This is an optimization exercise on Yosys and OpenROAD, whose aim is small area, a short achievable clock period and few clock cycles per item, not a production implementation.
The RTL was checked by simulation tests, not by an equivalence proof against the original design.

==> v32 <==
==> flow/design.v (excerpt) <==
module triangle_tangent_bitangent
#(
    parameter int POSITION_WIDTH = ttb_pkg::POS_W_DEF,
    parameter int TEXCOORD_WIDTH = ttb_pkg::TEX_W_DEF
)
(
    input  logic                             clk,
    input  logic                             rst_n,
    input  logic                             in_valid,
    output logic                             in_ready,
    input  logic signed [POSITION_WIDTH-1:0] pos_x,
    input  logic signed [POSITION_WIDTH-1:0] pos_y,
    input  logic signed [POSITION_WIDTH-1:0] pos_z,
    input  logic signed [TEXCOORD_WIDTH-1:0] tex_u,
    input  logic signed [TEXCOORD_WIDTH-1:0] tex_v,
    output logic                             out_valid,
    input  logic                             out_ready,
    output logic signed [ttb_pkg::OUT_W-1:0] tangent_x,
    output logic signed [ttb_pkg::OUT_W-1:0] tangent_y,
    output logic signed [ttb_pkg::OUT_W-1:0] tangent_z,
    output logic signed [ttb_pkg::OUT_W-1:0] bitangent_x,
    output logic signed [ttb_pkg::OUT_W-1:0] bitangent_y,
    output logic signed [ttb_pkg::OUT_W-1:0] bitangent_z,
    output logic                             degenerate,
    output logic                             saturated
);
Settings: LEC_CHECK=0, CAP_MARGIN=20, CORE_MARGIN=2, CORE_UTILIZATION=40, SETUP_SLACK_MARGIN=3, SLEW_MARGIN=20; clock period 11.0 ns.
run.sh (not shown) runs the stock make flow with config.mk's settings and CLKGATE_MAP_FILE= SYNTH_SCRIPT=/design/flow/synth_recipe.tcl, a recipe that flattens the netlist after the stock synthesis.
==> inputs of v34, as changes to v32 <==
CORE_UTILIZATION = 55   (was 40)
==> inputs of v36, as changes to v32 <==
--- a/flow/design.v
+++ b/flow/design.v
@@ -112,25 +112,21 @@
     input  logic [DW-1:0] rem_in,
     input  logic [XW-1:0] x_in,
     input  logic [DW-1:0] den,
     input  logic          take,
     output logic          pend,
     output logic          busy,
-    output logic          last,
-    output logic [XW-1:0] xr
+    output logic [XW-1:0] x
 );
-    logic [XW-1:0] x;
     logic [DW-1:0] rem;
     logic [CW-1:0] cnt;
     logic [DW-1:0] r_n [K+1];
     logic [XW-1:0] x_n [K+1];
     logic [DW:0]   sh  [K];
     logic [DW+1:0] df  [K];
     assign busy = pend && (cnt != '0);
-    assign last = pend && (cnt == '0 || cnt == CW'(1));
-    assign xr   = (cnt == '0) ? x : x_n[K];
     always_comb
     begin
         r_n[0] = rem;
         x_n[0] = x;
         for (int i = 0; i < K; i++)
         begin
@@ -573,29 +569,29 @@
             hq = 5'd16;
         else
             hq = 5'((qb + 8'sd1) >>> 1);
     end
     assign hsh  = 5'd16 - hq;
     assign wide = (DMW+XW)'({{(DMW+XW-NW){1'b0}}, nsel} << {hsh, 1'b0});
-    logic [5:0]       pend, busy, last_d, take, free, par_d;
+    logic [5:0]       pend, busy, take, free, par_d;
     logic [5:0]       neg_d, ovf_d;
     logic             deg5;
     logic [XW-1:0]    xq [6];
     logic [5:0]       full_reg;
     logic [5:0]       sat_reg;
-    logic [OUT_W-1:0] res_reg [6];                   
-    logic [5:0]       sneg_reg;
-    logic [OUT_W-1:0] res [6];                       
+    logic [OUT_W-1:0] res_reg [6];
     logic             deg_reg;
     logic             xfer;
     assign out_valid = &full_reg;
     assign xfer      = out_valid && out_ready;
     for (genvar d = 0; d < 6; d++)
     begin : g_div
         logic load;
-        assign take[d] = last_d[d] && !full_reg[d];
+        logic sat;
+        logic [OUT_W-1:0] cv;
+        assign take[d] = pend[d] && !busy[d] && !full_reg[d];
         assign free[d] = !pend[d] || take[d];
         assign load    = pop && l1_j != 3'd0 && db == 3'(d);
         ttb_div #(.DW(DMW), .XW(XW), .K(K), .CW(CW)) u_div
         (
             .clk    (clk),
             .rst_n  (rst_n),
@@ -604,35 +600,34 @@
             .rem_in (wide[DMW+XW-1:XW]),
             .x_in   (wide[XW-1:0]),
             .den    (dn_reg[par_d[d]]),
             .take   (take[d]),
             .pend   (pend[d]),
             .busy   (busy[d]),
-            .last   (last_d[d]),
-            .xr     (xq[d])
+            .x      (xq[d])
         );
         always_ff @(posedge clk)
         begin
             if (load)
             begin
                 par_d[d] <= l1_par;
                 neg_d[d] <= negeff;
                 ovf_d[d] <= bsat;
             end
         end
+        assign sat = ovf_d[d];
+        assign cv  = sat ? {neg_d[d], {(OUT_W-1){!neg_d[d]}}}
+                         : (xq[d][OUT_W-1:0] ^ {OUT_W{neg_d[d]}});
         always_ff @(posedge clk)
         begin
             if (take[d])
             begin
-                res_reg[d]  <= xq[d][OUT_W-1:0];
-                sat_reg[d]  <= ovf_d[d];
-                sneg_reg[d] <= neg_d[d];
+                res_reg[d] <= cv;
+                sat_reg[d] <= sat;
             end
         end
-        assign res[d] = sat_reg[d] ? {sneg_reg[d], {(OUT_W-1){!sneg_reg[d]}}}
-                                   : (res_reg[d] ^ {OUT_W{sneg_reg[d]}});
     end
     logic load5;
     assign load5 = pop && l1_j == 3'd6;
     always_ff @(posedge clk)
     begin
         if (load5)
@@ -659,15 +654,15 @@
     for (genvar d = 0; d < 6; d++)
     begin : g_hit
         assign par_hit[d] = busy[d] && (par_d[d] == l1_par);
     end
     assign stall_b = (l1_j == 3'd0) ? (|par_hit) : !free[db];
     assign pop     = l1_v && !stall_b;
-    assign tangent_x   = res[0];
-    assign bitangent_x = res[1];
-    assign tangent_y   = res[2];
-    assign bitangent_y = res[3];
-    assign tangent_z   = res[4];
-    assign bitangent_z = res[5];
+    assign tangent_x   = res_reg[0];
+    assign bitangent_x = res_reg[1];
+    assign tangent_y   = res_reg[2];
+    assign bitangent_y = res_reg[3];
+    assign tangent_z   = res_reg[4];
+    assign bitangent_z = res_reg[5];
     assign degenerate  = deg_reg;
     assign saturated   = |sat_reg;
 endmodule
SETUP_SLACK_MARGIN = 3.5   (was 3)
==> summary of the runs <==
v36 passed the timing, design-rule and antenna checks. v34 completed without violations. v32 finished clean.
Critical path depth: v32 > v34 > v36.
Between v32 and v36, the lower wire length is in v36 (gap about 3%, measured against v36).
The highest clock skew belongs to v36, the lowest to v32.
Between v36 and v32, the lower final cell count is in v36 (gap 2.4%, measured against v32).
Cell area: v36 < v32 < v34.
Sequential share of layout area, lowest first: v34, v32, v36.
Count of clock-buffer cells in the layout, lowest first: v34, v32, v36.
Area after synthesis: v34 is higher than v36 (1.6%).
Testbench counts of v32, summed over its fixed seeds: cycles 4,069, items 384.
Testbench counts of v34, summed over its fixed seeds: cycles 4,069, items 384.
Testbench counts of v36, summed over its fixed seeds: cycles 4,403, items 384.

==> re-timing with driven ports <==
Ports are ideal in the flow. The routed layouts listed here were re-timed in OpenROAD.
Step 1 sets driving cells, clkbuf_16 on the clock port and buf_2 on the other inputs (assumed; they add their load-dependent delay and slew).
Step 2 moves the port delays by t, midway between the first and last clock arrival at a register: inputs arrive t later, outputs are due t later. That takes back most of the time a late clock gives input paths.
a / b / c = ideal / step 1 / step 2; a / b = the first two.
run | t (ns) | slack for setup (ns) | worst hold slack (ns) | worst setup path at the end
v32 | 1.010 | 2.346 / 2.346 / 2.346 | 0.394 / 0.394 / 0.394 | register to register
v34 | 1.012 | 2.140 / 2.140 / 2.140 | 0.419 / 0.419 / 0.419 | register to register
v36 | 1.018 | 2.299 / 2.299 / 2.299 | 0.419 / 0.419 / 0.419 | register to register
After both steps setup and hold are still met in every run listed.
